What follows belongs to an exercise in optimizing a design on an open flow for small area, a short achievable clock period and few clock cycles per item; a production flow would make more cautious choices. At most, simulation tests tie the RTL to the original design; equivalence was not proved. Only the layout flow was run in runs 1, 2, 5 and 6; the RTL was not checked for function there.

### config.mk
export PLATFORM = sky130hd
export DESIGN_NAME = goldschmidt_ctrl
export DESIGN_NICKNAME = goldschmidt_ctrl
export VERILOG_FILES = /design/flow/design.v
export SDC_FILE = /design/flow/constraint.sdc
export NUM_CORES = 4
export LEC_CHECK = 0
export CAP_MARGIN = 20
export CORE_MARGIN = 2
export CORE_UTILIZATION = 40
export SLEW_MARGIN = 20
### constraint.sdc
create_clock -name core_clock -period 11.5 [get_ports {clk}]
set_input_delay 2.3000 -clock core_clock [delete_from_list [all_inputs] [get_ports {clk}]]
set_output_delay 2.3000 -clock core_clock [all_outputs]
set_load 0.01 [all_outputs]
### design.v
module goldschmidt_ctrl #(
    parameter int ITERS = 5
) (
    input  logic        clk,
    input  logic        rst_n,
    input  logic        start,
    input  logic [15:0] n,
    input  logic [15:0] d,
    output logic        busy,
    output logic        done,
    output logic [15:0] q,
    output logic        dbz
);
    localparam int K = 1;
    logic [15:0] dr;
    logic [15:0] rr;
    logic [15:0] qr;
    logic [3:0] cnt;
    logic        sat;
    logic [3:0] cnt0;
    logic [31:0] ld;
    logic [15:0] rn;
    logic [15:0] qn;
    assign sat = (n[15:8] >= d);
    always_comb begin
        ld   = 32'(n) << 8;
        cnt0 = 4'd15;
        if ((|d[15:12])) begin
            ld   = 32'(n) << 12;
            cnt0 = 4'd11;
        end
        if ((|d[15:13])) begin
            ld   = 32'(n) << 13;
            cnt0 = 4'd10;
        end
        if ((|d[15:14])) begin
            ld   = 32'(n) << 14;
            cnt0 = 4'd9;
        end
        if ((|d[15:15])) begin
            ld   = 32'(n) << 15;
            cnt0 = 4'd8;
        end
    end
    always_comb begin
        logic [16:0] t;
        rn = rr;
        qn = qr;
        for (int i = 0; i < K; i++) begin
            t  = {rn, qn[15]} - {1'b0, dr};
            rn = t[16] ? {rn[14:0], qn[15]} : t[15:0];
            qn = {qn[14:0], ~t[16]};
        end
    end
    always_ff @(posedge clk) begin
        if (!rst_n) begin
            busy <= 1'b0;
            done <= 1'b0;
        end else begin
            done <= 1'b0;
            if (!busy) begin
                if (start) begin
                    if (sat) done <= 1'b1;
                    else     busy <= 1'b1;
                end
            end else if (cnt == '0) begin
                busy <= 1'b0;
                done <= 1'b1;
            end
        end
    end
    always_ff @(posedge clk) begin
        if (!busy) begin
            dr  <= d;
            rr  <= ld[31:16];
            qr  <= sat ? 16'hFFFF : ld[15:0];
            cnt <= cnt0;
            dbz <= (d == 16'd0);
        end else begin
            rr  <= rn;
            qr  <= qn;
            cnt <= cnt - 1'b1;
            dbz <= 1'b0;
        end
    end
    assign q = qr;
endmodule
### run.sh
#!/bin/bash
# synth_recipe.tcl (not shown) runs the flow's synth.tcl, then flattens the netlist and writes it again
# the make line also repeats each setting of config.mk as NAME=value (left out here)
make -C /OpenROAD-flow-scripts/flow DESIGN_CONFIG=/design/flow/config.mk WORK_HOME=/design/flow/orfs CLKGATE_MAP_FILE= SYNTH_SCRIPT=/design/flow/synth_recipe.tcl finish
==> qor.yml, run 1 <==
outcome: "finished clean"
synth_nets: 468
multi_input_area_um2: 2010
cp_data_required_time_ps: 11760
cts_setup_buffers: 0
clockBufferDepth: 2
antenna-diode-count: 0
synth.most_common_cell: "sky130_fd_sc_hd__nand2_1"
fp.coreArea_um2: 8590
ys_async_sr_fraction: 0
cts_root_buf: "sky130_fd_sc_hd__clkbuf_8"
path_class: "input port to flip-flop"
leading_register_cell_type_out_of_synthesis: "sky130_fd_sc_hd__dfxtp_1"
numPortBuffers: 53
detailedRoute.firstPassIterationCount: 7
wl_um: 8330
cts_hold_buffers: 0
drc: 0
final_hold_viol_count: 0
grt_first_pass_wirelength_um: 13700
synth.avg_cell_area_um2: 8.54
die_h_um: 97.2
total_die_area_um2: 9450
ctsHtreeMaxLevel: 2
netlist.area_leader.share: 0.225
route.antenna.remaining_nets: 0
slew_headroom: 0.294
number_of_enable_type_register_cells_in_the_synthesized_netlist: 16
areaGrowthSynthToFinish_pct: 20.1
fin_tns_setup_ps: 0
timing.clock.skew_ps: 7.83
unique_cell_type_count_in_the_yosys_netlist: 48
first_iter_violations: 158
synth_largest_area_cell: "sky130_fd_sc_hd__dfxtp_1"
layout_worst_path_cycle_share: 0.429
postSynthCellCount: 407
cts-buffers-inserted: 5
cp_launch_type: "input port"
post_cts_resized: 0
clk_latency_ps: 310
last_weighted_congestion_value_of_the_routability_driven_placer: 0.870
vias: 2950
dieWidth_um: 97.2
worst_ep_arrival_time_ps: 5190
timing.fmax_mhz: 203
number_of_sinks_handled_by_clock_tree_synthesis: 55
via_count_of_the_first_global_routing_pass: 2752
peak_fanout_along_the_critical_path: 31
row_count: 34
final_net_count: 511
floorplan.initialDensity: 0.405
final-max-slew-violation-count: 0
min_path_type: "flip-flop to flip-flop"
wl_per_cell_um: 14.9
avgViaCountPerCell: 5.28
final_layout_size_suffix_gt1_frac: 0.0576
crit_path_end_kind: "flip-flop"
antenna_found_initial: 0
count_of_non_filler_cells_in_the_finished_layout: 559
cts_tree: "yes"
overflow: 0
yosys_register_bits: 55
synth_sequential_area_ratio: 0.363
final_period_minus_worst_setup_slack_ps: 4930
clkSlewWorstSetupHoldPaths_ps: 100
finalSetupViolCount: 0
maxCapViolations: 0
seqCellArea_um2: 1260
rsz0062_at_grt: "false"
post_synthesis_instance_area_um2: 3480
filler_cell_count: 845
placedInstanceArea_um2: 4080
synth_commonest_cells: "sky130_fd_sc_hd__nand2_1, sky130_fd_sc_hd__a21oi_1, sky130_fd_sc_hd__nor2_1"
grt_use_total: 0.177
post-dp-hpwl_um: 6240
i_o_pin_count: 54
timing_worst_slew_pin_value_ps: 1060
grt_start_max_net_pins: 58
ys_top_cells_by_area: "sky130_fd_sc_hd__dfxtp_1, sky130_fd_sc_hd__edfxtp_1, sky130_fd_sc_hd__ha_1, sky130_fd_sc_hd__mux2i_1, sky130_fd_sc_hd__a21oi_1"
numPlacedInstances: 551
yosys_warnings: 1
stdcell_area_um2: 4180
## through the flow
step	util	hold WS [ps]	worst slack (ps)
after floorplan	-	449	7340
after global placement	0.474	446	6100
after detailed placement	0.475	446	6260
after CTS	0.486	461	6600
after global routing	0.486	491	6300
final	0.486	461	6570
## cell usage in the layout, fill, tap and decap left out, drive strengths merged, types with 2 or more instances in the layout
master / instances
nor4: 4
clkdlybuf4s50: 53
nand3: 6
a22oi: 4
inv: 38
dfxtp: 39
nor3: 3
a211oi: 11
buf: 2
a21oi: 50
o21ai: 18
mux2i: 26
and2: 3
xor2: 5
nor2: 42
a21o: 4
mux2: 2
a21boi: 2
o211ai: 4
a222oi: 3
nand2b: 3
ha: 25
clkbuf: 5
nor2b: 5
xnor2: 11
o311ai: 3
or3: 4
edfxtp: 16
nand2: 47
## final timing paths
kind                            slack (ps)           start  depth (start not counted)         endpoint
worst max register to register        8480  qr[15]$_DFF_P_                         11    rr[0]$_DFF_P_
worst min-delay path                   460   qr[3]$_DFF_P_                          2    qr[4]$_DFF_P_
worst max-delay path                  6570           d[14]                          8  done$_SDFF_PN0_
worst min register to register         460   qr[3]$_DFF_P_                          2    qr[4]$_DFF_P_
## cell type report
class                   instances  area share
clock buffers                   5      0.0165
clock inverters                 3     0.00539
inverters                      36      0.0324
multi-input cells             297       0.480
flip-flops and latches         55       0.302
well taps                     108      0.0324
repair buffers                 55       0.131
## sequential cells by signal, indices dropped and copies added (netlist names)
signal,cells
cnt,4
qr,16
done,1
busy,1
dbz,1
dr,16
rr,16
## per-layer routing
metal | vias up | wire length (um) | GRT usage
met1 | 1354 | 3940 | 0.249
met5 | - | 0 | 0
met2 | 71 | 3910 | 0.286
met3 | 8 | 334 | 0.0230
li1 | 1517 | - | -
met4 | 0 | 152 | 0.0534
## worst max-delay path, cell delays in order
cell and delay (ps):
sky130_fd_sc_hd__clkdlybuf4s50_1 960, sky130_fd_sc_hd__or3_1 640, sky130_fd_sc_hd__nor3_2 370, sky130_fd_sc_hd__nand2_1 180, sky130_fd_sc_hd__nor2_1 220, sky130_fd_sc_hd__o31ai_4 210, sky130_fd_sc_hd__o21ai_0 170, sky130_fd_sc_hd__and2_1 130
## kinds of logic after synthesis
kind of cell	Yosys count	share of synthesized area
AO/OA/AOI/OAI	107	0.197
AND/OR/NAND/NOR	120	0.152
XOR/XNOR	16	0.0457
adder cells (fa/ha/maj)	26	0.0957
buffers and inverters	55	0.0630
flip-flops	55	0.363
multiplexers	28	0.0835
==> run 2, diff against run 1 <==
--- a/design.v
+++ b/design.v
@@ -11,35 +11,28 @@
     output logic [15:0] q,
     output logic        dbz
 );
-    localparam int K = 1;
+    localparam int K = 2;
     logic [15:0] dr;
     logic [15:0] rr;
     logic [15:0] qr;
-    logic [3:0] cnt;
+    logic [2:0] cnt;
     logic        sat;
-    logic [3:0] cnt0;
+    logic [2:0] cnt0;
     logic [31:0] ld;
     logic [15:0] rn;
     logic [15:0] qn;
+    logic        qlast;
     assign sat = (n[15:8] >= d);
     always_comb begin
-        ld   = 32'(n) << 8;
-        cnt0 = 4'd15;
-        if ((|d[15:12])) begin
-            ld   = 32'(n) << 12;
-            cnt0 = 4'd11;
+        ld   = 32'(n) << 7;
+        cnt0 = 3'd7;
+        if (((n >> 5) < d)) begin
+            ld   = 32'(n) << 11;
+            cnt0 = 3'd5;
         end
-        if ((|d[15:13])) begin
-            ld   = 32'(n) << 13;
-            cnt0 = 4'd10;
-        end
-        if ((|d[15:14])) begin
-            ld   = 32'(n) << 14;
-            cnt0 = 4'd9;
-        end
-        if ((|d[15:15])) begin
+        if (((n >> 1) < d)) begin
             ld   = 32'(n) << 15;
-            cnt0 = 4'd8;
+            cnt0 = 3'd3;
         end
     end
     always_comb begin
@@ -52,6 +45,8 @@
             qn = {qn[14:0], ~t[16]};
         end
     end
+    assign qlast = ({rr, qr[15]} >= {1'b0, dr});
+    assign q     = {qr[14:0], qlast};
     always_ff @(posedge clk) begin
         if (!rst_n) begin
             busy <= 1'b0;
@@ -72,7 +67,7 @@
     always_ff @(posedge clk) begin
         if (!busy) begin
             dr  <= d;
-            rr  <= ld[31:16];
+            rr  <= sat ? 16'hFFFF : ld[31:16];
             qr  <= sat ? 16'hFFFF : ld[15:0];
             cnt <= cnt0;
             dbz <= (d == 16'd0);
@@ -83,5 +78,4 @@
             dbz <= 1'b0;
         end
     end
-    assign q = qr;
 endmodule
==> flow/run.sh (new file) <==
#!/bin/bash
set -euo pipefail
echo 'export BUFFER_PORTS_ARGS = -buffer_cell sky130_fd_sc_hd__buf_1' >> "$FLOW_CONFIG"
bash standard.sh > standard.log 2>&1
==> standard.sh (new file) <==
#!/bin/bash
# synth_recipe.tcl (not shown) runs the flow's synth.tcl, then flattens the netlist and writes it again
# the make line also repeats each setting of config.mk as NAME=value (left out here)
make -C /OpenROAD-flow-scripts/flow DESIGN_CONFIG=/design/flow/config.mk WORK_HOME=/design/flow/orfs CLKGATE_MAP_FILE= SYNTH_SCRIPT=/design/flow/synth_recipe.tcl "${@:-finish}"
--- a/config.mk
+++ b/config.mk
@@ -9,3 +9,4 @@
 export CORE_MARGIN = 2
 export CORE_UTILIZATION = 40
 export SLEW_MARGIN = 20
+export BUFFER_PORTS_ARGS = -buffer_cell sky130_fd_sc_hd__buf_1
removed: run.sh
==> run 2 against run 1 <==
Net effect: register-to-register slack lost 2600 ps; setup slack lost 660 ps; non-clock buffer count grew 2; via count grew 57%; sequential share of layout area shrank 7.8 points; critical endpoint is now rr[14]$_DFF_P_; largest cell class unchanged.
==> qor.yml, run 2 <==
row_count: 41
cp_launch_type: "flip-flop"
detailedRoute.firstPassIterationCount: 5
synth_nets: 704
postSynthCellCount: 601
cts-buffers-inserted: 5
die_h_um: 117
numPlacedInstances: 796
path_cells: "inv_1 > fa_1 > a211oi_2 > nor3_2 > o21ai_1 > a21oi_1 > nor2_1 > mux2_2 > ha_1 > a21o_1 > or3_1 > o211ai_1 > a21bo_2 > and2_1 > o211ai_1 > a32o_1 > a31oi_1"
critical-path-top-cell-by-count: "sky130_fd_sc_hd__o211ai_1"
layout_worst_path_cycle_share: 0.486
clk_latency_ps: 300
final_cell_mix: "sky130_fd_sc_hd__ha_1, sky130_fd_sc_hd__buf_1, sky130_fd_sc_hd__inv_1"
avgViaCountPerCell: 5.77
number_of_sinks_handled_by_clock_tree_synthesis: 54
cp_data_required_time_ps: 11730
route.antenna.remaining_nets: 0
cts_tree: "yes"
floorplan.initialDensity: 0.408
grt_first_pass_wirelength_um: 23400
cp_slowest_stage_delay_ps: 790
fp.coreArea_um2: 12600
synth_commonest_cells: "sky130_fd_sc_hd__ha_1, sky130_fd_sc_hd__inv_1, sky130_fd_sc_hd__o21ai_0"
timing.fmax_mhz: 179
ctsHtreeMaxLevel: 2
rsz0062_at_grt: "false"
worst_ep_arrival_time_ps: 5820
layout.cells.most_common: "sky130_fd_sc_hd__ha_1"
crit_path_end_kind: "flip-flop"
areaGrowthSynthToFinish_pct: 7.56
leading_register_cell_type_out_of_synthesis: "sky130_fd_sc_hd__dfxtp_1"
synth_sequential_area_ratio: 0.241
post-dp-hpwl_um: 11500
antenna-diode-count: 0
vias: 4639
unique_cell_type_count_in_the_yosys_netlist: 73
post_synth_simple_gate_area: 0.147
min_path_type: "flip-flop to flip-flop"
yosys_register_bits: 54
last_weighted_congestion_value_of_the_routability_driven_placer: 0.896
i_o_pin_count: 54
filler_cell_count: 1308
cts_root_buf: "sky130_fd_sc_hd__clkbuf_16"
overflow: 0
total_die_area_um2: 13800
ys_async_sr_fraction: 0
synth_compound_area_frac: 0.264
wl_um: 14400
synth.most_common_cell: "sky130_fd_sc_hd__ha_1"
wl_per_cell_um: 17.9
grt_start_max_net_pins: 44
antenna_found_initial: 0
ys_top_cells_by_area: "sky130_fd_sc_hd__ha_1, sky130_fd_sc_hd__dfxtp_1, sky130_fd_sc_hd__edfxtp_1, sky130_fd_sc_hd__o21ai_0, sky130_fd_sc_hd__a21oi_1"
final_net_count: 734
final_hold_viol_count: 0
yosys-mux-area-fraction: 0.0605
fin_tns_setup_ps: 0
clkSlewWorstSetupHoldPaths_ps: 70
first_iter_violations: 453
synth-xor-area-share: 0.0425
synth_largest_area_cell: "sky130_fd_sc_hd__ha_1"
largest_registers: "dr (16), qr (16), rr (16)"
critical_path.slowest_cell: "sky130_fd_sc_hd__nor2_1"
synthAdderAreaFrac: 0.168
via_count_of_the_first_global_routing_pass: 4546
seqCellArea_um2: 1240
drc: 0
netlist.area_leader.share: 0.160
timing_worst_slew_pin_value_ps: 1010
outcome: "finished clean"
final_layout_size_suffix_gt1_frac: 0.0759
slew_headroom: 0.322
number_of_enable_type_register_cells_in_the_synthesized_netlist: 16
post_cts_resized: 0
maxCapViolations: 0
synth.avg_cell_area_um2: 8.57
path_class: "flip-flop to flip-flop"
peak_fanout_along_the_critical_path: 14
numPortBuffers: 53
multi_input_area_um2: 3520
clockBufferDepth: 2
count_of_non_filler_cells_in_the_finished_layout: 804
final-max-slew-violation-count: 0
synth_top_family_by_area: "compound AO/OA/AOI/OAI gates"
dieWidth_um: 117
yosys_warnings: 1
cts_hold_buffers: 0
finalSetupViolCount: 0
post_synthesis_instance_area_um2: 5150
final_period_minus_worst_setup_slack_ps: 5590
grt_use_total: 0.208
cts_setup_buffers: 0
timing.clock.skew_ps: 2.48
-- run 2: cell count changes after synthesis, sizes merged, moves of 10 or more --
cell | previous run | this run
ha | 25 | 66
o21ai | 18 | 44
buf | 3 | 28
nor3 | 3 | 24
nand2 | 47 | 28
nand3 | 6 | 22
mux2 | 2 | 17
mux2i | 26 | 12
inv | 36 | 49
a21o | 4 | 16
nor2 | 42 | 30
o21a | 1 | 13
a21oi | 50 | 40
clkbuf | 16 | 6
-- run 2: worst paths after layout --
kind / start / end / slack, ps / cells after the start
worst max-delay path: dr[1]$_DFFE_PN_ / rr[14]$_DFF_P_ / 5910 / 17
worst max register to register: dr[1]$_DFFE_PN_ / rr[14]$_DFF_P_ / 5910 / 17
worst min-delay path: cnt[0]$_SDFF_PN1_ / cnt[0]$_SDFF_PN1_ / 390 / 1
worst min register to register: cnt[0]$_SDFF_PN1_ / cnt[0]$_SDFF_PN1_ / 390 / 1
-- run 2: through the flow --
stage | utilization | area (um^2) | hold WS (ps) | setup WS [ps]
global route | 0.439 | 5540 | 416 | 5490
finish | 0.439 | 5540 | 390 | 5910
floorplan | - | 5150 | 358 | 6940
detailed placement | 0.427 | 5390 | 380 | 5990
global placement | 0.427 | 5390 | 366 | 6120
CTS | 0.439 | 5540 | 397 | 5960
-- run 2: kinds of logic after synthesis --
group	count (synthesis)
AND/OR/NAND/NOR	147
multiplexers	29
AO/OA/AOI/OAI	195
XOR/XNOR	25
buffers and inverters	83
adder cells (fa/ha/maj)	68
flip-flops	54
-- run 2: cell type report --
class,instances,area share
Sequential cell,54,0.224
Multi-Input combinational cell,464,0.635
Timing Repair Buffer,57,0.0413
Inverter,49,0.0332
Tap cell,172,0.0389
Clock buffer,6,0.0251
Clock inverter,2,0.00271
-- run 2: worst max-delay path, delay by kind of cell, from the launching register on --
kind                       cells  cell delay (ps)
AOI/OAI and AO/OA              9             2120
adders and majority gates      2              830
buffers and inverters          1              120
DFF                            1              410
muxes                          1              460
and+or+nand+nor                4             1580
-- run 2: routing by layer --
layer	wire length, um	GRT usage	up-vias
met4	299	0.0648	0
li1	-	-	2288
met5	0	0	-
met2	6830	0.353	156
met3	706	0.0257	22
met1	6560	0.275	2173
==> run 3, diff against run 2 <==
--- a/design.v
+++ b/design.v
@@ -26,11 +26,15 @@
     always_comb begin
         ld   = 32'(n) << 7;
         cnt0 = 3'd7;
-        if (((n >> 5) < d)) begin
+        if ((|d[15:11])) begin
             ld   = 32'(n) << 11;
             cnt0 = 3'd5;
         end
-        if (((n >> 1) < d)) begin
+        if ((|d[15:13])) begin
+            ld   = 32'(n) << 13;
+            cnt0 = 3'd4;
+        end
+        if ((|d[15:15])) begin
             ld   = 32'(n) << 15;
             cnt0 = 3'd3;
         end
==> run 3 against run 2 <==
Net effect: still clean; first-iteration DRC count down 33%; clock skew is 11 ps higher; design area decreased by 17%; count of clock-buffer cells in the layout unchanged; setup slack gained 200 ps; critical path type unchanged; largest cell class unchanged.
==> qor.yml, run 3 <==
synth_top_family_by_area: "compound AO/OA/AOI/OAI gates"
timing.clock.skew_ps: 13.6
hold-worst-slack_ps: 454
path_class: "flip-flop to flip-flop"
synth.most_common_cell: "sky130_fd_sc_hd__ha_1"
yosys_register_bits: 54
cts_setup_buffers: 0
final_net_count: 601
cp_num_buf_inv: 2
layout.cells.most_common: "sky130_fd_sc_hd__buf_1"
cts_tree: "yes"
outcome: "finished clean"
detailedRoute.firstPassIterationCount: 8
number_of_enable_type_register_cells_in_the_synthesized_netlist: 16
cp_data_required_time_ps: 11740
grt_first_pass_wirelength_um: 18700
slew_headroom: 0.336
antenna-diode-count: 0
clkSlewWorstSetupHoldPaths_ps: 110
row_count: 37
cp_launch_type: "flip-flop"
final_period_minus_worst_setup_slack_ps: 5390
fin_tns_setup_ps: 0
synth.avg_cell_area_um2: 8.76
min_path_type: "flip-flop to flip-flop"
post_cts_resized: 0
placedInstanceArea_um2: 4500
depth_of_the_worst_hold_timing_path: 1
peak_fanout_along_the_critical_path: 27
ys_async_sr_fraction: 0
overflow: 0
post_synthesis_instance_area_um2: 4280
netlist.area_leader.share: 0.178
unique_cell_type_count_in_the_yosys_netlist: 59
final_cell_mix: "sky130_fd_sc_hd__buf_1, sky130_fd_sc_hd__ha_1, sky130_fd_sc_hd__nand2_1"
last_weighted_congestion_value_of_the_routability_driven_placer: 0.872
wl_um: 11200
finalSetupViolCount: 0
yosys_warnings: 1
cts_root_buf: "sky130_fd_sc_hd__clkbuf_8"
route.antenna.remaining_nets: 0
yosys-mux-area-fraction: 0.0377
post_synth_simple_gate_area: 0.129
wl_per_cell_um: 17.0
areaGrowthSynthToFinish_pct: 7.65
ctsHtreeMaxLevel: 2
die_h_um: 107
synth_commonest_cells: "sky130_fd_sc_hd__ha_1, sky130_fd_sc_hd__nand2_1, sky130_fd_sc_hd__inv_1"
crit_path_end_kind: "flip-flop"
leading_register_cell_type_out_of_synthesis: "sky130_fd_sc_hd__dfxtp_1"
timing.fmax_mhz: 186
synth-xor-area-share: 0.0593
first_iter_violations: 305
critical_path.slowest_cell: "sky130_fd_sc_hd__xor2_1"
antenna_found_initial: 0
fp.coreArea_um2: 10400
synthAdderAreaFrac: 0.132
avgViaCountPerCell: 5.79
final_hold_viol_count: 0
drc: 0
maxCapViolations: 0
timing.critical_path.max_delay_family: "compound AO/OA/AOI/OAI gates"
timing_worst_slew_pin_value_ps: 993
cp_slowest_stage_delay_ps: 670
vias: 3815
synth_sequential_area_ratio: 0.290
synth_compound_area_frac: 0.273
number_of_sinks_handled_by_clock_tree_synthesis: 54
cp_num_cells: 21
worst_ep_arrival_time_ps: 5630
stdcell_area_um2: 4610
count_of_non_filler_cells_in_the_finished_layout: 659
rsz0062_at_grt: "false"
synth_largest_area_cell: "sky130_fd_sc_hd__dfxtp_1"
grt_use_total: 0.203
total_die_area_um2: 11600
numPortBuffers: 53
cts-buffers-inserted: 5
dieWidth_um: 107
ys_top_cells_by_area: "sky130_fd_sc_hd__dfxtp_1, sky130_fd_sc_hd__ha_1, sky130_fd_sc_hd__edfxtp_1, sky130_fd_sc_hd__a21oi_1, sky130_fd_sc_hd__nand2_1"
clk_latency_ps: 310
largest_registers: "dr (16), qr (16), rr (16)"
postSynthCellCount: 489
via_count_of_the_first_global_routing_pass: 3727
numPlacedInstances: 651
floorplan.initialDensity: 0.413
final_layout_size_suffix_gt1_frac: 0.0669
final-max-slew-violation-count: 0
synth_nets: 568
layout_worst_path_cycle_share: 0.468
post-dp-hpwl_um: 8690
grt_start_max_net_pins: 40
i_o_pin_count: 54
r2r_cells: 21
cts_hold_buffers: 0
clockBufferDepth: 2
path_cells: "ha_1 > inv_1 > fa_1 > a211oi_2 > o211ai_2 > nand3_2 > o221ai_2 > xor2_1 > nand2_1 > nand2_1 > ha_1 > nand2b_1 > a21oi_1 > o221a_1 > o311a_1 > a31o_2 > and4_4 > nor4_4 > buf_4 > mux2_1 > a21oi_1"
filler_cell_count: 1059
-- run 3: cell families (layout without fill, tap and decap cells) --
| logic type | count (synthesis) | after routing |
|---|---|---|
| flip-flops | 54 | 54 |
| multiplexers | 15 | 15 |
| XOR/XNOR | 29 | 29 |
| buffers and inverters | 71 | 105 |
| AO/OA/AOI/OAI | 163 | 163 |
| adder cells (fa/ha/maj) | 44 | 44 |
| AND/OR/NAND/NOR | 113 | 113 |
-- run 3: routing by layer --
layer,up-vias,GRT usage,wire (um)
met1,1798,0.288,5480
met5,-,0,0
met3,16,0.0176,470
li1,1879,-,-
met4,0,0.0632,218
met2,122,0.327,5030
-- run 3: cell type report --
cell class,count,area (um^2),area share
clock buffers,6,72.6,0.0157
clock inverters,2,37.5,0.00814
inverters,39,146,0.0318
multi-input cells,364,2710,0.587
flip-flops and latches,54,1240,0.269
well taps,136,170,0.0369
repair buffers,58,236,0.0513
-- run 3: worst paths after layout --
kind	startpoint	to	slack, ps
min reg2reg	cnt[0]$_DFF_P_	cnt[0]$_DFF_P_	450
min	cnt[0]$_DFF_P_	cnt[0]$_DFF_P_	450
max	dr[0]$_DFFE_PN_	rr[0]$_DFF_P_	6110
max reg2reg	dr[0]$_DFFE_PN_	rr[0]$_DFF_P_	6110
-- run 3: through the flow --
step	setup WS, ps	utilization
floorplan	6450	-
global placement	6300	0.434
detailed placement	6200	0.434
CTS	6150	0.444
global route	5760	0.445
finish	6110	0.445
Testbench counts of run 3, summed over its fixed seeds: cycles 12,799, items 2,400.
==> run 4, diff against run 3 <==
==> flow/run.sh (replaced) <==
#!/bin/bash
set -euo pipefail
echo 'export BUFFER_PORTS_ARGS = -buffer_cell sky130_fd_sc_hd__buf_1' >> "$FLOW_CONFIG"
echo 'export SETUP_SLACK_MARGIN = 6.7' >> "$FLOW_CONFIG"
bash standard.sh > standard.log 2>&1
--- a/config.mk
+++ b/config.mk
@@ -10,3 +10,4 @@
 export CORE_UTILIZATION = 40
 export SLEW_MARGIN = 20
 export BUFFER_PORTS_ARGS = -buffer_cell sky130_fd_sc_hd__buf_1
+export SETUP_SLACK_MARGIN = 6.7
==> run 4 against run 3 <==
Net effect: register-to-register slack better by 470 ps; highest routed layer unchanged; critical path type unchanged; fmax up 9.5%.
==> qor.yml, run 4 <==
numPortBuffers: 53
vias: 4160
postSynthCellCount: 489
synth.avg_cell_area_um2: 8.76
clk_latency_ps: 310
route.antenna.remaining_nets: 0
maxCapViolations: 0
post_synthesis_instance_area_um2: 4280
cts_tree: "yes"
stdcell_area_um2: 5440
total_die_area_um2: 11600
leading_register_cell_type_out_of_synthesis: "sky130_fd_sc_hd__dfxtp_1"
finalCoreUtilization: 0.525
final_cell_mix: "sky130_fd_sc_hd__buf_1, sky130_fd_sc_hd__buf_4, sky130_fd_sc_hd__dfxtp_1"
timing_worst_slew_pin_value_ps: 1040
synth.most_common_cell: "sky130_fd_sc_hd__ha_1"
drc: 0
crit_path_end_kind: "flip-flop"
avgViaCountPerCell: 5.85
synth_nets: 568
min_path_type: "flip-flop to flip-flop"
clkSlewWorstSetupHoldPaths_ps: 100
route.layer.met1.wl_um: 5900
yosys_warnings: 1
antenna_found_initial: 0
timing.reg2reg.setup_slack_ps: 6580
cp_data_required_time_ps: 11700
wl_per_cell_um: 18.5
ys_top_cells_by_area: "sky130_fd_sc_hd__dfxtp_1, sky130_fd_sc_hd__ha_1, sky130_fd_sc_hd__edfxtp_1, sky130_fd_sc_hd__a21oi_1, sky130_fd_sc_hd__nand2_1"
antenna-diode-count: 0
last_weighted_congestion_value_of_the_routability_driven_placer: 0.886
rsz0062_at_grt: "true"
slew_headroom: 0.306
yosys_register_bits: 54
cts-buffers-inserted: 5
fp.coreArea_um2: 10400
detailedRoute.firstPassIterationCount: 11
layout.cells.most_common: "sky130_fd_sc_hd__buf_1"
final_net_count: 653
via_count_of_the_first_global_routing_pass: 4024
peak_fanout_along_the_critical_path: 6
cp_launch_type: "flip-flop"
number_of_sinks_handled_by_clock_tree_synthesis: 54
i_o_pin_count: 54
ctsHtreeMaxLevel: 2
ys_async_sr_fraction: 0
wl_met3_um: 621
wl_um: 13100
topRoutingLayerUsed: "met4"
placedInstanceArea_um2: 4530
fin_tns_setup_ps: 0
outcome: "finished clean"
final_hold_viol_count: 0
die_h_um: 107
first_iter_violations: 398
final_period_minus_worst_setup_slack_ps: 4920
cts_root_buf: "sky130_fd_sc_hd__clkbuf_8"
grt_first_pass_wirelength_um: 20500
dieWidth_um: 107
netlist.area_leader.share: 0.178
finalSetupViolCount: 0
floorplan.initialDensity: 0.413
synth_largest_area_cell: "sky130_fd_sc_hd__dfxtp_1"
post-dp-hpwl_um: 8680
final-max-slew-violation-count: 0
synth_sequential_area_ratio: 0.290
row_count: 37
count_of_non_filler_cells_in_the_finished_layout: 711
grt_start_max_net_pins: 40
path_class: "flip-flop to flip-flop"
dr_wl_met2_um: 6260
areaGrowthSynthToFinish_pct: 27.1
worst_ep_arrival_time_ps: 5120
number_of_enable_type_register_cells_in_the_synthesized_netlist: 16
timing.fmax_mhz: 203
unique_cell_type_count_in_the_yosys_netlist: 59
grt_use_total: 0.223
numPlacedInstances: 651
final_layout_size_suffix_gt1_frac: 0.233
layout_worst_path_cycle_share: 0.428
clockBufferDepth: 2
synth_commonest_cells: "sky130_fd_sc_hd__ha_1, sky130_fd_sc_hd__nand2_1, sky130_fd_sc_hd__inv_1"
largest_registers: "dr (16), qr (16), rr (16)"
timing.clock.skew_ps: 19.6
overflow: 0
[run 4: cell types whose count changed in the layout (fill, tap and decap cells not counted), sizes merged]
cell and change:
xnor2 +1, bufbuf +1, buf +50
[run 4: final cells by class]
type                       count  area [um^2]
inverter                      39          146
clock buffer                   6         72.6
tap                          136          170
sequential                    54         1240
clock inverter                 2         37.5
fill                         955         4930
timing repair buffer         109          744
multi-input combinational    365         3030
[run 4: stage by stage]
stage / hold WS (ps) / setup WS, ps
after floorplan: 408 / 6710
after global placement: 422 / 5960
after detailed placement: 433 / 5840
after CTS: 448 / 6620
after global routing: 470 / 6410
final: 442 / 6580
[run 4: path summary, 6_finish.rpt]
kind / startpoint / to / cells after the start
max: dr[0]$_DFFE_PN_ / rr[6]$_DFF_P_ / 21
min: cnt[0]$_DFF_P_ / cnt[0]$_DFF_P_ / 1
max reg2reg: dr[0]$_DFFE_PN_ / rr[6]$_DFF_P_ / 21
min reg2reg: cnt[0]$_DFF_P_ / cnt[0]$_DFF_P_ / 1
[run 4: per-layer routing]
layer,up-vias,global-route usage
li1,1978,-
met1,1981,0.300
met2,168,0.376
met3,33,0.0212
met4,0,0.0742
met5,-,0
[run 4: what timing repair did]
item	4_1_cts	5_1_grt
setup endpoints to repair	20	18
endpoints found under the hold margin	0	0
hold buffers	0	0
setup buffers	27	20
pin swaps	21	36
gates resized for setup	43	31
cloned	5	0
[run 4: worst max-delay path, cell delays in order, from the launching register on]
cell and delay, ps:
sky130_fd_sc_hd__edfxtp_1 420, sky130_fd_sc_hd__ha_4 160, sky130_fd_sc_hd__inv_2 40, sky130_fd_sc_hd__fa_2 400, sky130_fd_sc_hd__a211oi_4 290, sky130_fd_sc_hd__o211ai_2 130, sky130_fd_sc_hd__nand3_2 120, sky130_fd_sc_hd__o221ai_4 160
sky130_fd_sc_hd__xnor2_4 210, sky130_fd_sc_hd__buf_12 160, sky130_fd_sc_hd__buf_16 130, sky130_fd_sc_hd__o21ai_0 270, sky130_fd_sc_hd__ha_2 370, sky130_fd_sc_hd__o221a_1 290, sky130_fd_sc_hd__o311a_1 340, sky130_fd_sc_hd__a31o_4 270
sky130_fd_sc_hd__and3_4 190, sky130_fd_sc_hd__nor4_4 280, sky130_fd_sc_hd__buf_4 190, sky130_fd_sc_hd__buf_6 130, sky130_fd_sc_hd__a32oi_1 140, sky130_fd_sc_hd__o31a_1 150
[run 4: cells by family after synthesis]
| logic type | Yosys count | share of synthesized area |
|---|---|---|
| fa+ha+maj | 44 | 0.132 |
| simple gates | 113 | 0.129 |
| compound gates | 163 | 0.273 |
| xor+xnor | 29 | 0.0593 |
| flops | 54 | 0.290 |
| mux | 15 | 0.0377 |
| buf+inv | 71 | 0.0789 |
==> run 5, diff against run 4 <==
==> design.v (replaced) <==
module goldschmidt_ctrl #(
    parameter int ITERS = 5
) (
    input  logic        clk,
    input  logic        rst_n,
    input  logic        start,
    input  logic [15:0] n,
    input  logic [15:0] d,
    output logic        busy,
    output logic        done,
    output logic [15:0] q,
    output logic        dbz
);
    logic [15:0] dr;
    logic [15:0] rr;
    logic [15:0] qr;
    logic [2:0] cnt;
    logic        satr;
    logic        sat;
    logic [2:0] cnt0;
    logic [31:0] ld;
    assign sat = (n[15:8] >= d);
    always_comb begin
        ld   = 32'(n) << 8;
        cnt0 = 3'd7;
        if ((|d[15:12])) begin
            ld   = 32'(n) << 12;
            cnt0 = 3'd5;
        end
        if ((|d[15:14])) begin
            ld   = 32'(n) << 14;
            cnt0 = 3'd4;
        end
    end
    logic [17:0] wv;
    logic [18:0] t1, t2, t3;
    logic        s1, s2, s3;
    logic [15:0] rn;
    logic [1:0]  qd;
    assign wv = {rr, qr[15:14]};
    assign t1 = {1'b0, wv} - {3'b0, dr};
    assign t2 = {1'b0, wv} - {2'b0, dr, 1'b0};
    assign t3 = {1'b0, wv} - ({3'b0, dr} + {2'b0, dr, 1'b0});
    assign s1 = ~t1[18];
    assign s2 = ~t2[18];
    assign s3 = ~t3[18];
    assign qd = {s2, s3 | (s1 & ~s2)};
    always_comb begin
        if (s3)      rn = t3[15:0];
        else if (s2) rn = t2[15:0];
        else if (s1) rn = t1[15:0];
        else         rn = wv[15:0];
    end
    assign q = qr | {16{satr}};
    always_ff @(posedge clk) begin
        if (!rst_n) begin
            busy <= 1'b0;
            done <= 1'b0;
        end else begin
            done <= 1'b0;
            if (!busy) begin
                if (start) begin
                    if (sat) done <= 1'b1;
                    else     busy <= 1'b1;
                end
            end else if (cnt == '0) begin
                busy <= 1'b0;
                done <= 1'b1;
            end
        end
    end
    always_ff @(posedge clk) begin
        if (!busy) begin
            dr   <= d;
            rr   <= ld[31:16];
            qr   <= ld[15:0];
            cnt  <= cnt0;
            satr <= sat;
            dbz  <= (d == 16'd0);
        end else begin
            rr   <= rn;
            qr   <= {qr[13:0], qd};
            cnt  <= cnt - 1'b1;
            satr <= 1'b0;
            dbz  <= 1'b0;
        end
    end
endmodule
==> flow/run.sh (replaced) <==
#!/bin/bash
set -euo pipefail
echo 'export BUFFER_PORTS_ARGS = -buffer_cell sky130_fd_sc_hd__buf_1' >> "$FLOW_CONFIG"
bash standard.sh > standard.log 2>&1
--- a/config.mk
+++ b/config.mk
@@ -10,4 +10,3 @@
 export CORE_UTILIZATION = 40
 export SLEW_MARGIN = 20
 export BUFFER_PORTS_ARGS = -buffer_cell sky130_fd_sc_hd__buf_1
-export SETUP_SLACK_MARGIN = 6.7
==> run 5 against run 4 <==
Net effect: still clean; synthesized cell count up 29%; fmax up 25%; via count up 19%; critical path depth down 10; first-iteration DRC count down 20%.
==> qor.yml, run 5 <==
outcome: "finished clean"
route.antenna.remaining_nets: 0
cp_launch_type: "input port"
critical_path.slowest_cell: "sky130_fd_sc_hd__ha_1"
cts_hold_buffers: 0
i_o_pin_count: 54
timing.reg2reg.setup_slack_ps: 7730
worst_ep_arrival_time_ps: 4130
number_of_enable_type_register_cells_in_the_synthesized_netlist: 16
crit_path_end_kind: "flip-flop"
yosys_register_bits: 55
clk_latency_ps: 290
grt_use_total: 0.211
synth_largest_area_cell: "sky130_fd_sc_hd__ha_1"
synth_compound_area_frac: 0.267
layout.cells.most_common: "sky130_fd_sc_hd__ha_1"
cp_data_required_time_ps: 11680
min-delay-start: "qr[13]$_DFF_P_"
cts-buffers-inserted: 5
fin_tns_setup_ps: 0
via_count_of_the_first_global_routing_pass: 4767
synthAdderAreaFrac: 0.211
fp.coreArea_um2: 13200
leading_register_cell_type_out_of_synthesis: "sky130_fd_sc_hd__dfxtp_1"
detailedRoute.firstPassIterationCount: 6
yosys-mux-area-fraction: 0.0268
die_h_um: 120
timing.clock.skew_ps: 4.59
drc: 0
ys_async_sr_fraction: 0
avgViaCountPerCell: 5.79
timing.hold.worst_endpoint: "qr[15]$_DFF_P_"
grt_first_pass_wirelength_um: 24500
timing.critical_path.max_delay_family: "compound AO/OA/AOI/OAI gates"
maxCapViolations: 0
post_synth_simple_gate_area: 0.152
path_cells: "buf_1 > inv_1 > ha_1 > nand2b_1 > a21o_1 > a21o_1 > a21o_1 > a21o_1 > a21oi_1 > o21ai_0 > a41o_1"
first_iter_violations: 319
multi_input_area_um2: 3850
depth_of_the_worst_hold_timing_path: 2
yosys_warnings: 1
antenna-diode-count: 0
antenna_found_initial: 0
synth_top_family_by_area: "compound AO/OA/AOI/OAI gates"
clkSlewWorstSetupHoldPaths_ps: 70
wl_per_cell_um: 17.5
r2r_start: "dr[1]$_DFFE_PN_"
unique_cell_type_count_in_the_yosys_netlist: 74
final_hold_viol_count: 0
final_cell_mix: "sky130_fd_sc_hd__ha_1, sky130_fd_sc_hd__inv_1, sky130_fd_sc_hd__a21oi_1"
post_cts_resized: 0
final_layout_size_suffix_gt1_frac: 0.0633
post_synthesis_instance_area_um2: 5420
number_of_sinks_handled_by_clock_tree_synthesis: 55
post-dp-hpwl_um: 12100
dieWidth_um: 120
critical-path-top-cell-by-count: "sky130_fd_sc_hd__a21o_1"
synth.avg_cell_area_um2: 8.56
peak_fanout_along_the_critical_path: 4
cts_setup_buffers: 0
postSynthCellCount: 633
final_net_count: 794
numPortBuffers: 53
last_weighted_congestion_value_of_the_routability_driven_placer: 0.876
areaGrowthSynthToFinish_pct: 9.21
path_class: "input port to flip-flop"
grt_start_max_net_pins: 41
final-max-slew-violation-count: 0
timing_worst_slew_pin_value_ps: 915
synth_nets: 749
timing.fmax_mhz: 253
min_path_type: "flip-flop to flip-flop"
seqCellArea_um2: 1260
synth_sequential_area_ratio: 0.233
cp_slowest_stage_delay_ps: 280
netlist.area_leader.share: 0.148
clockBufferDepth: 2
synth-xor-area-share: 0.0550
rsz0062_at_grt: "false"
total_die_area_um2: 14500
floorplan.initialDensity: 0.409
final_period_minus_worst_setup_slack_ps: 3950
slew_headroom: 0.388
synth.most_common_cell: "sky130_fd_sc_hd__ha_1"
r2r-end: "rr[13]$_DFF_P_"
largest_registers: "dr (16), qr (16), rr (16)"
cp_num_buf_inv: 2
ctsHtreeMaxLevel: 2
overflow: 0
filler_cell_count: 1370
ys_top_cells_by_area: "sky130_fd_sc_hd__ha_1, sky130_fd_sc_hd__dfxtp_1, sky130_fd_sc_hd__edfxtp_1, sky130_fd_sc_hd__fa_1, sky130_fd_sc_hd__a21oi_1"
finalSetupViolCount: 0
vias: 4949
layout_worst_path_cycle_share: 0.343
r2r_cells: 11
cts_tree: "yes"
row_count: 42
synth_commonest_cells: "sky130_fd_sc_hd__ha_1, sky130_fd_sc_hd__inv_1, sky130_fd_sc_hd__a21oi_1"
wl_um: 15000
cts_root_buf: "sky130_fd_sc_hd__clkbuf_16"
-- run 5: changes by cell type after synthesis, sizes merged, moves of 9 or more --
| cell | delta |
|---|---|
| nor2 | +15 |
| fa | +15 |
| buf | -14 |
| inv | +18 |
| o31a | -9 |
| a21oi | +25 |
| a32oi | -10 |
| or2 | +16 |
| ha | +22 |
| a222oi | -11 |
| o21ai | +17 |
-- run 5: layout make-up --
type / count / area share
sequential: 55 / 0.213
clock inverter: 2 / 0.00190
clock buffer: 6 / 0.0218
timing repair buffer: 57 / 0.0387
multi-input combinational: 502 / 0.651
inverter: 57 / 0.0362
tap: 176 / 0.0372
-- run 5: worst reg2reg max path: cells and delay by family (launching register included) --
kind	cells	cell delay, ps
buffers and inverters	1	40
AO/OA/AOI/OAI	5	1500
adder cells (fa/ha/maj)	2	930
flip-flops	1	540
AND/OR/NAND/NOR	3	640
-- run 5: routing by layer --
metal  wire length, um  up-vias  global-route usage
met5                 0        -                   0
li1                  -     2407                   -
met3              1050       17              0.0392
met2              6870      173               0.339
met4               210        0              0.0516
met1              6840     2352               0.293
-- run 5: worst max path at each step --
stage	startpoint	end	slack, ps	cells past startpoint
floorplan	n[8]	done$_SDFF_PN0_	7550	10
global placement	n[8]	done$_SDFF_PN0_	7290	11
detailed placement	n[8]	done$_SDFF_PN0_	7260	11
CTS	n[8]	done$_SDFF_PN0_	7580	11
global route	n[8]	done$_SDFF_PN0_	7430	11
finish	n[8]	done$_SDFF_PN0_	7550	11
-- run 5: through the flow --
stage / instances / hold slack [ps] / setup WS, ps / instance area [um^2] / utilization
finish: 855 / 453 / 7550 / 5920 / 0.447
global route: 855 / 466 / 7430 / 5920 / 0.447
CTS: 855 / 460 / 7580 / 5920 / 0.447
detailed placement: 847 / 443 / 7260 / 5780 / 0.436
global placement: 847 / 435 / 7290 / 5780 / 0.436
floorplan: 633 / 420 / 7550 / 5420 / -
-- run 5: cell families after synthesis --
| logic type | count (synthesis) |
|---|---|
| multiplexers | 14 |
| adder cells (fa/ha/maj) | 81 |
| AND/OR/NAND/NOR | 165 |
| XOR/XNOR | 34 |
| AO/OA/AOI/OAI | 208 |
| buffers and inverters | 76 |
| flip-flops | 55 |
==> run 6, diff against run 5 <==
==> flow/run.sh (replaced) <==
#!/bin/bash
set -euo pipefail
echo 'export BUFFER_PORTS_ARGS = -buffer_cell sky130_fd_sc_hd__buf_1' >> "$FLOW_CONFIG"
echo 'export SETUP_SLACK_MARGIN = 7.8' >> "$FLOW_CONFIG"
bash standard.sh > standard.log 2>&1
--- a/config.mk
+++ b/config.mk
@@ -10,3 +10,4 @@
 export CORE_UTILIZATION = 40
 export SLEW_MARGIN = 20
 export BUFFER_PORTS_ARGS = -buffer_cell sky130_fd_sc_hd__buf_1
+export SETUP_SLACK_MARGIN = 7.8
==> run 6 against run 5 <==
Net effect: sequential share of layout area is 0.41 points lower; routed wire length is 1.9% higher; clock skew is 0.73 ps higher; hold slack hardly changed; critical path type unchanged; largest cell class unchanged.
==> qor.yml, run 6 <==
timing.critical_path.max_delay_family: "compound AO/OA/AOI/OAI gates"
grt_use_total: 0.208
cp_launch_type: "input port"
dieWidth_um: 120
synth.most_common_cell: "sky130_fd_sc_hd__ha_1"
final-max-slew-violation-count: 0
layout_worst_path_cycle_share: 0.312
post-dp-hpwl_um: 12000
wl_per_cell_um: 17.7
final_net_count: 800
last_weighted_congestion_value_of_the_routability_driven_placer: 0.904
largest_registers: "dr (16), qr (16), rr (16)"
synth-xor-area-share: 0.0550
numPortBuffers: 53
synth_nets: 749
synthAdderAreaFrac: 0.211
final_cell_mix: "sky130_fd_sc_hd__ha_1, sky130_fd_sc_hd__inv_1, sky130_fd_sc_hd__a21oi_1"
ys_async_sr_fraction: 0
rsz0062_at_grt: "false"
multi_input_area_um2: 3890
row_count: 42
grt_first_pass_wirelength_um: 24100
critical-path-top-cell-by-count: "sky130_fd_sc_hd__a21o_1"
i_o_pin_count: 54
path_cells: "clkbuf_2 > inv_4 > ha_4 > nand2b_1 > a21o_1 > a21o_1 > a21o_1 > a21o_1 > a21oi_2 > o21ai_2 > a41o_1"
netlist.area_leader.share: 0.148
maxCapViolations: 0
cts_root_buf: "sky130_fd_sc_hd__clkbuf_16"
path_class: "input port to flip-flop"
ctsHtreeMaxLevel: 2
final_period_minus_worst_setup_slack_ps: 3590
critical_path.slowest_cell: "sky130_fd_sc_hd__ha_4"
synth_commonest_cells: "sky130_fd_sc_hd__ha_1, sky130_fd_sc_hd__inv_1, sky130_fd_sc_hd__a21oi_1"
post_synthesis_instance_area_um2: 5420
route.layer.met1.wl_um: 7070
count_of_non_filler_cells_in_the_finished_layout: 861
synth_top_family_by_area: "compound AO/OA/AOI/OAI gates"
timing.fmax_mhz: 279
crit_path_end_kind: "flip-flop"
cp_data_required_time_ps: 11690
cp_num_buf_inv: 2
grt_start_max_net_pins: 41
wl_met3_um: 873
antenna_found_initial: 0
overflow: 0
cts_tree: "yes"
synth_largest_area_cell: "sky130_fd_sc_hd__ha_1"
cp_slowest_stage_delay_ps: 190
synth_sequential_area_ratio: 0.233
antenna-diode-count: 0
yosys_warnings: 1
cts_hold_buffers: 0
fp.coreArea_um2: 13200
dr_wl_met2_um: 7010
clkSlewWorstSetupHoldPaths_ps: 80
numPlacedInstances: 847
finalSetupViolCount: 0
clk_latency_ps: 300
final_hold_viol_count: 0
fin_tns_setup_ps: 0
die_h_um: 120
min_path_type: "flip-flop to flip-flop"
cts-buffers-inserted: 5
number_of_enable_type_register_cells_in_the_synthesized_netlist: 16
first_iter_violations: 224
total_die_area_um2: 14500
unique_cell_type_count_in_the_yosys_netlist: 74
yosys_register_bits: 55
wl_um: 15300
outcome: "finished clean"
route.antenna.remaining_nets: 0
worst_ep_arrival_time_ps: 3780
number_of_sinks_handled_by_clock_tree_synthesis: 55
peak_fanout_along_the_critical_path: 4
topRoutingLayerUsed: "met4"
hold-worst-slack_ps: 453
synth_compound_area_frac: 0.267
synth.avg_cell_area_um2: 8.56
via_count_of_the_first_global_routing_pass: 4821
leading_register_cell_type_out_of_synthesis: "sky130_fd_sc_hd__dfxtp_1"
slew_headroom: 0.523
ys_top_cells_by_area: "sky130_fd_sc_hd__ha_1, sky130_fd_sc_hd__dfxtp_1, sky130_fd_sc_hd__edfxtp_1, sky130_fd_sc_hd__fa_1, sky130_fd_sc_hd__a21oi_1"
post_synth_simple_gate_area: 0.152
final_layout_size_suffix_gt1_frac: 0.0891
layout.cells.most_common: "sky130_fd_sc_hd__ha_1"
vias: 4929
postSynthCellCount: 633
drc: 0
detailedRoute.firstPassIterationCount: 5
timing.clock.skew_ps: 5.32
floorplan.initialDensity: 0.409
areaGrowthSynthToFinish_pct: 11.3
clockBufferDepth: 2
seqCellArea_um2: 1260
timing_worst_slew_pin_value_ps: 715
yosys-mux-area-fraction: 0.0268
filler_cell_count: 1325
avgViaCountPerCell: 5.72
-- run 6: metrics by stage --
stage	worst slack (ps)	utilization	instance area, um^2
6_report	7910	0.455	6030
5_1_grt	7830	0.455	6030
4_1_cts	7810	0.450	5960
3_3_place_gp	7480	0.437	5790
2_1_floorplan	7820	-	5430
3_5_place_dp	7470	0.437	5790
-- run 6: logic make-up after synthesis --
| group | after synthesis |
|---|---|
| AO/OA/AOI/OAI | 208 |
| AND/OR/NAND/NOR | 165 |
| adder cells (fa/ha/maj) | 81 |
| buffers and inverters | 76 |
| flip-flops | 55 |
| XOR/XNOR | 34 |
| multiplexers | 14 |
-- run 6: area by class of cell --
class                   count  share of cell area
flip-flops and latches     55               0.209
clock inverters             3             0.00436
repair buffers             63              0.0481
clock buffers               5              0.0207
inverters                  57              0.0359
multi-input cells         502               0.645
well taps                 176              0.0365
-- run 6: per-layer routing --
layer	GRT usage	vias up
met5	0	-
met1	0.284	2311
met4	0.0625	0
met2	0.343	170
met3	0.0283	26
li1	-	2422
-- run 6: tightest hold or removal path, delay by kind of cell (launching register included) --
| kind | cells | cell delay, ps |
|---|---|---|
| DFF | 1 | 320 |
| and+or+nand+nor | 1 | 50 |
| AOI/OAI and AO/OA | 1 | 50 |
-- run 6: worst paths after layout --
check,slack [ps],to,from,cells past startpoint
max,7910,done$_SDFF_PN0_,n[8],11
min,450,qr[14]$_DFF_P_,qr[12]$_DFF_P_,2
max reg2reg,8030,rr[8]$_DFF_P_,dr[4]$_DFFE_PN_,11
min reg2reg,450,qr[14]$_DFF_P_,qr[12]$_DFF_P_,2
-- run 6: timing repair --
action	4_1_cts	5_1_grt
pin swaps	0	1
setup endpoints to repair	4	12
cloned	0	0
setup buffers	0	6
gates resized for setup	3	7
==> run 7, diff against run 6 <==
--- a/design.v
+++ b/design.v
@@ -19,7 +19,9 @@
     logic        sat;
     logic [2:0] cnt0;
     logic [31:0] ld;
-    assign sat = (n[15:8] >= d);
+    logic [8:0] st;
+    assign st  = {1'b0, n[15:8]} - {1'b0, d[7:0]};
+    assign sat = ~st[8] & ~|d[15:8];
     always_comb begin
         ld   = 32'(n) << 8;
         cnt0 = 3'd7;
==> run 7 against run 6 <==
Net effect: setup slack improved by 33 ps; non-clock buffer count decreased by 8; still clean; critical path depth decreased by 3; highest routed layer unchanged.
==> qor.yml, run 7 <==
outcome: "finished clean"
depth_of_the_worst_hold_timing_path: 1
unique_cell_type_count_in_the_yosys_netlist: 72
row_count: 42
timing_worst_slew_pin_value_ps: 722
cts_tree: "yes"
worst_setup_slack_before_clock_tree_synthesis_ps: 7190
final_layout_size_suffix_gt1_frac: 0.0671
route.antenna.remaining_nets: 0
number_of_enable_type_register_cells_in_the_synthesized_netlist: 16
clockBufferDepth: 2
setup.worst_path.start: "n[12]"
layout_worst_path_cycle_share: 0.309
setup.worst_path.end: "done$_SDFF_PN0_"
last_weighted_congestion_value_of_the_routability_driven_placer: 0.950
post_synthesis_instance_area_um2: 5350
ctsHtreeMaxLevel: 2
wl_per_cell_um: 18.1
cts_root_buf: "sky130_fd_sc_hd__clkbuf_16"
cp_num_cells: 8
antenna-diode-count: 0
cp_num_buf_inv: 1
via_count_of_the_first_global_routing_pass: 4748
dr_wl_met2_um: 7020
grt_first_pass_wirelength_um: 24500
timing.reg2reg.setup_slack_ps: 8070
netlist.area_leader.share: 0.146
dieWidth_um: 120
min_path_type: "flip-flop to flip-flop"
fin_tns_setup_ps: 0
cts_hold_buffers: 0
drc: 0
topRoutingLayerUsed: "met4"
r2r-end: "rr[12]$_DFF_P_"
final_cell_mix: "sky130_fd_sc_hd__ha_1, sky130_fd_sc_hd__buf_1, sky130_fd_sc_hd__inv_1"
first_iter_violations: 273
layout_setup_ws_ps: 7950
timing.critical_path.max_delay_family: "compound AO/OA/AOI/OAI gates"
route.layer.met1.wl_um: 6870
post-dp-hpwl_um: 12200
antenna_found_initial: 0
synth.avg_cell_area_um2: 8.57
floorplan.initialDensity: 0.407
postSynthCellCount: 624
slew_headroom: 0.506
cts-buffers-inserted: 5
crit_path_end_kind: "flip-flop"
fp.coreArea_um2: 13100
cp_launch_type: "input port"
cts_setup_buffers: 0
worst_ep_arrival_time_ps: 3750
detailedRoute.firstPassIterationCount: 6
ys_top_cells_by_area: "sky130_fd_sc_hd__dfxtp_1, sky130_fd_sc_hd__ha_1, sky130_fd_sc_hd__edfxtp_1, sky130_fd_sc_hd__fa_1, sky130_fd_sc_hd__a21oi_1"
ys_async_sr_fraction: 0
synth.most_common_cell: "sky130_fd_sc_hd__ha_1"
final_period_minus_worst_setup_slack_ps: 3550
synth_commonest_cells: "sky130_fd_sc_hd__ha_1, sky130_fd_sc_hd__inv_1, sky130_fd_sc_hd__a21oi_1"
areaGrowthSynthToFinish_pct: 10.5
die_h_um: 120
synth_sequential_area_ratio: 0.236
cp_data_required_time_ps: 11690
numPortBuffers: 53
grt_use_total: 0.214
wl_um: 15300
leading_register_cell_type_out_of_synthesis: "sky130_fd_sc_hd__dfxtp_1"
finalSetupViolCount: 0
number_of_sinks_handled_by_clock_tree_synthesis: 55
vias: 4880
final_hold_viol_count: 0
path_cells: "buf_1 > ha_1 > o21a_1 > o21ai_0 > a21oi_1 > o21ai_0 > a21oi_1 > a31o_2"
timing.clock.skew_ps: 6.11
timing.fmax_mhz: 281
filler_cell_count: 1313
path_class: "input port to flip-flop"
avgViaCountPerCell: 5.76
final_net_count: 783
clkSlewWorstSetupHoldPaths_ps: 70
synth_largest_area_cell: "sky130_fd_sc_hd__dfxtp_1"
rsz0062_at_grt: "false"
r2r_cells: 10
overflow: 0
r2r_start: "dr[1]$_DFFE_PN_"
yosys_warnings: 1
synth_nets: 737
peak_fanout_along_the_critical_path: 4
layout.cells.most_common: "sky130_fd_sc_hd__ha_1"
final-max-slew-violation-count: 0
largest_registers: "dr (16), qr (16), rr (16)"
yosys_register_bits: 55
grt_start_max_net_pins: 45
maxCapViolations: 0
critical_path.slowest_cell: "sky130_fd_sc_hd__ha_1"
clk_latency_ps: 290
i_o_pin_count: 54
cp_slowest_stage_delay_ps: 280
wl_met3_um: 897
total_die_area_um2: 14300
-- run 7: logic make-up after synthesis --
group,Yosys count,share of synthesized area
multiplexers,11,0.0208
flip-flops,55,0.236
adder cells (fa/ha/maj),78,0.206
AND/OR/NAND/NOR,176,0.170
AO/OA/AOI/OAI,206,0.269
XOR/XNOR,29,0.0475
buffers and inverters,69,0.0512
-- run 7: worst min path at each step --
stage | from | to | slack, ps
after floorplan | cnt[0]$_DFF_P_ | cnt[0]$_DFF_P_ | 410
after global placement | cnt[0]$_DFF_P_ | cnt[0]$_DFF_P_ | 430
after detailed placement | cnt[0]$_DFF_P_ | cnt[0]$_DFF_P_ | 440
after CTS | cnt[0]$_DFF_P_ | cnt[0]$_DFF_P_ | 450
after global routing | cnt[0]$_DFF_P_ | cnt[0]$_DFF_P_ | 490
final | cnt[0]$_DFF_P_ | cnt[0]$_DFF_P_ | 450
-- run 7: layer usage --
layer  GRT usage  vias up
met2       0.356      177
met4      0.0757        0
met5           0        -
li1            -     2376
met1       0.285     2288
met3      0.0285       39
-- run 7: area by class of cell --
cell class,instances,area (um^2),area share
clock inverters,2,60.1,0.0102
clock buffers,6,129,0.0218
flip-flops and latches,55,1260,0.213
well taps,176,220,0.0373
multi-input cells,501,3830,0.648
repair buffers,55,214,0.0362
inverters,52,195,0.0330
-- run 7: through the flow --
step                cell area, um^2  utilization  cells  hold WS (ps)
floorplan                      5350            -    624           411
global placement               5700        0.434    838           428
detailed placement             5700        0.434    838           443
CTS                            5900        0.449    846           455
global route                   5910        0.450    847           486
finish                         5910        0.450    847           451
-- run 7: worst register-to-register path, stage by stage, from the launching register on --
cell and delay, ps:
sky130_fd_sc_hd__edfxtp_1 530, sky130_fd_sc_hd__fa_1 590, sky130_fd_sc_hd__inv_1 40, sky130_fd_sc_hd__ha_1 340, sky130_fd_sc_hd__nand2b_1 90, sky130_fd_sc_hd__a21o_1 200, sky130_fd_sc_hd__a211oi_2 320, sky130_fd_sc_hd__o21bai_1 120
sky130_fd_sc_hd__and2_2 290, sky130_fd_sc_hd__or4b_2 680, sky130_fd_sc_hd__o2111ai_1 140
-- run 7: repair_timing --
action | 4_1_cts | 5_1_grt
pin swaps | 0 | 2
setup endpoints to repair | 11 | 12
resized for setup | 2 | 1
gates cloned | 0 | 1
Testbench counts of run 7, summed over its fixed seeds: cycles 13,880, items 2,400.
==> run 8, diff against run 7 <==
==> flow/run.sh (replaced) <==
#!/bin/bash
set -euo pipefail
echo 'export BUFFER_PORTS_ARGS = -buffer_cell sky130_fd_sc_hd__buf_1' >> "$FLOW_CONFIG"
echo 'export SETUP_SLACK_MARGIN = 8.4' >> "$FLOW_CONFIG"
bash standard.sh > standard.log 2>&1
--- a/config.mk
+++ b/config.mk
@@ -7,7 +7,8 @@
 export LEC_CHECK = 0
 export CAP_MARGIN = 20
 export CORE_MARGIN = 2
-export CORE_UTILIZATION = 40
+export CORE_UTILIZATION = 65
+export CTS_BUF_LIST = sky130_fd_sc_hd__clkbuf_8
 export SLEW_MARGIN = 20
 export BUFFER_PORTS_ARGS = -buffer_cell sky130_fd_sc_hd__buf_1
-export SETUP_SLACK_MARGIN = 7.8
+export SETUP_SLACK_MARGIN = 8.4
==> run 8 against run 7 <==
Net effect: sequential cell count unchanged; setup slack better by 75 ps; clock skew increased by 4.4 ps; register-to-register slack gained 310 ps; non-clock buffer count up 46; first-iteration DRC count increased by 100%; synthesized cell count did not move; highest routed layer unchanged; global-route usage is 15 points higher; utilization increased by 39 points; routed wire length grew 21%.
==> qor.yml, run 8 <==
dieWidth_um: 94.7
yosys_warnings: 1
synth_nets: 737
rsz0062_at_grt: "true"
final_net_count: 832
drc: 0
synth_largest_area_cell: "sky130_fd_sc_hd__dfxtp_1"
multi_input_area_um2: 4390
seqCellArea_um2: 1270
synth.avg_cell_area_um2: 8.57
filler_cell_count: 437
fp.coreArea_um2: 8090
timing.fmax_mhz: 287
timing.clock.skew_ps: 10.5
cts_tree: "yes"
numPlacedInstances: 766
layout_setup_ws_ps: 8020
postSynthCellCount: 624
outcome: "finished clean"
route.antenna.remaining_nets: 0
synth.most_common_cell: "sky130_fd_sc_hd__ha_1"
grt_first_pass_wirelength_um: 25300
worst_ep_arrival_time_ps: 1180
die_h_um: 94.7
yosys_register_bits: 55
peak_fanout_along_the_critical_path: 16
clkSlewWorstSetupHoldPaths_ps: 110
wl_um: 18500
largest_registers: "dr (16), qr (16), rr (16)"
clk_latency_ps: 320
antenna-diode-count: 0
i_o_pin_count: 54
min_path_type: "flip-flop to flip-flop"
numPortBuffers: 53
ys_async_sr_fraction: 0
final_hold_viol_count: 0
final_layout_size_suffix_gt1_frac: 0.283
floorplan.initialDensity: 0.661
clockBufferDepth: 2
avgViaCountPerCell: 6.93
total_die_area_um2: 8970
ys_top_cells_by_area: "sky130_fd_sc_hd__dfxtp_1, sky130_fd_sc_hd__ha_1, sky130_fd_sc_hd__edfxtp_1, sky130_fd_sc_hd__fa_1, sky130_fd_sc_hd__a21oi_1"
cts-buffers-inserted: 5
finalSetupViolCount: 0
timing_worst_slew_pin_value_ps: 1020
number_of_enable_type_register_cells_in_the_synthesized_netlist: 16
synth_sequential_area_ratio: 0.236
number_of_sinks_handled_by_clock_tree_synthesis: 55
final_period_minus_worst_setup_slack_ps: 3480
depth_of_the_worst_hold_timing_path: 2
grt_start_max_net_pins: 45
layout_worst_path_cycle_share: 0.302
first_iter_violations: 547
ctsHtreeMaxLevel: 2
finalCoreUtilization: 0.844
row_count: 33
vias: 5717
detailedRoute.firstPassIterationCount: 6
r2r_cells: 12
crit_path_end_kind: "primary output"
cts_root_buf: "sky130_fd_sc_hd__clkbuf_8"
timing.reg2reg.setup_slack_ps: 8380
via_count_of_the_first_global_routing_pass: 5124
final-max-slew-violation-count: 0
cp_launch_type: "flip-flop"
worst_setup_slack_before_clock_tree_synthesis_ps: 7620
grt_use_total: 0.363
areaGrowthSynthToFinish_pct: 27.7
netlist.area_leader.share: 0.146
layout.cells.most_common: "sky130_fd_sc_hd__ha_1"
count_of_non_filler_cells_in_the_finished_layout: 825
wl_per_cell_um: 22.4
timing.hold.worst_endpoint: "qr[14]$_DFF_P_"
min-delay-start: "qr[12]$_DFF_P_"
slew_headroom: 0.317
synth_commonest_cells: "sky130_fd_sc_hd__ha_1, sky130_fd_sc_hd__inv_1, sky130_fd_sc_hd__a21oi_1"
cts_hold_buffers: 0
path_class: "flip-flop to primary output"
last_weighted_congestion_value_of_the_routability_driven_placer: 1.01
r2r-end: "rr[10]$_DFF_P_"
overflow: 0
unique_cell_type_count_in_the_yosys_netlist: 72
final_cell_mix: "sky130_fd_sc_hd__ha_1, sky130_fd_sc_hd__buf_4, sky130_fd_sc_hd__nand2_1"
post-dp-hpwl_um: 11200
fin_tns_setup_ps: 0
r2r_start: "dr[1]$_DFFE_PN_"
leading_register_cell_type_out_of_synthesis: "sky130_fd_sc_hd__dfxtp_1"
cp_data_required_time_ps: 9200
post_synthesis_instance_area_um2: 5350
antenna_found_initial: 0
maxCapViolations: 0
run 8: cell counts after synthesis:
No cell type changed its count.
run 8: worst max-delay path by stage:
stage / startpoint / to
3_3_place_gp: d[1] / done$_SDFF_PN0_
2_1_floorplan: d[1] / done$_SDFF_PN0_
3_5_place_dp: d[1] / done$_SDFF_PN0_
6_report: satr$_SDFF_PP0_ / q[15]
4_1_cts: satr$_SDFF_PP0_ / q[13]
5_1_grt: satr$_SDFF_PP0_ / q[3]
run 8: per-layer routing:
metal | vias to the layer above | routed length, um | GRT usage
met5 | - | 0 | 0
met4 | 0 | 897 | 0.118
met3 | 102 | 1520 | 0.0439
met2 | 395 | 8840 | 0.614
met1 | 2721 | 7220 | 0.484
li1 | 2499 | - | -
run 8: critical path: stages, from the launching register on:
cell and delay, ps:
sky130_fd_sc_hd__dfxtp_4 410, sky130_fd_sc_hd__or2_2 310, sky130_fd_sc_hd__buf_1 140
run 8: area by class of cell:
class                   instances  share of cell area
clock buffers                   5              0.0101
multi-input cells             504               0.642
repair buffers                101               0.106
well taps                     105              0.0192
flip-flops and latches         55               0.187
clock inverters                 3             0.00403
inverters                      52              0.0315
run 8: repair_timing:
item                                    4_1_cts  5_1_grt
setup buffers                                21       25
pin swaps                                    24       36
endpoints found under the setup margin       44       38
resized for setup                            79       71
cloned                                        4        1
run 8: logic make-up (layout without fill, tap and decap cells):
group                      after synthesis  after routing  synth area share
AOI/OAI and AO/OA                      206            208             0.269
adders and majority gates               78             78             0.206
xor gates and xnor gates                29             29            0.0475
and+or+nand+nor                        176            178             0.170
muxes                                   11             11            0.0208
buffers and inverters                   69            161            0.0512
DFF                                     55             55             0.236
run 8: per-stage QoR:
stage	instance area, um^2	hold slack [ps]
after floorplan	5530	411
after global placement	5730	426
after detailed placement	5730	430
after CTS	6330	456
after global routing	6830	481
final	6830	465

## separate check: timing with driven ports
The results above use ideal ports. As a check the final layouts listed here were re-extracted and re-timed, cells and wires unchanged. Step 1, drivers: a clkbuf_16 drives clk and a buf_2 each remaining input, both assumed. Step 2 also shifts input and output timing later by t, the mid clock arrival at the registers, as if the neighbouring blocks saw the same clock. Slacks: ideal / step 1 / step 2; pairs: ideal / step 1.
run | shift t [ns] | setup slack, ns | hold WS [ns]
run 1 | 0.337 | 6.572 / 6.570 / 6.233 | 0.461 / 0.461 / 0.461
run 2 | 0.339 | 5.912 / 5.912 / 5.912 | 0.390 / 0.390 / 0.390
run 3 | 0.340 | 6.113 / 6.113 / 6.113 | 0.454 / 0.454 / 0.454
run 4 | 0.335 | 6.579 / 6.579 / 6.519 | 0.442 / 0.442 / 0.442
run 5 | 0.322 | 7.551 / 7.552 / 7.231 | 0.453 / 0.453 / 0.453
run 6 | 0.329 | 7.913 / 7.903 / 7.585 | 0.453 / 0.453 / 0.453
run 7 | 0.325 | 7.947 / 7.947 / 7.622 | 0.451 / 0.451 / 0.451
run 8 | 0.344 | 8.021 / 7.998 / 7.716 | 0.465 / 0.465 / 0.465
After both steps every run listed still meets setup and hold. The setup slack of run 1, which loses most, moves by -0.002 ns with the drivers and by -0.339 ns with both steps.
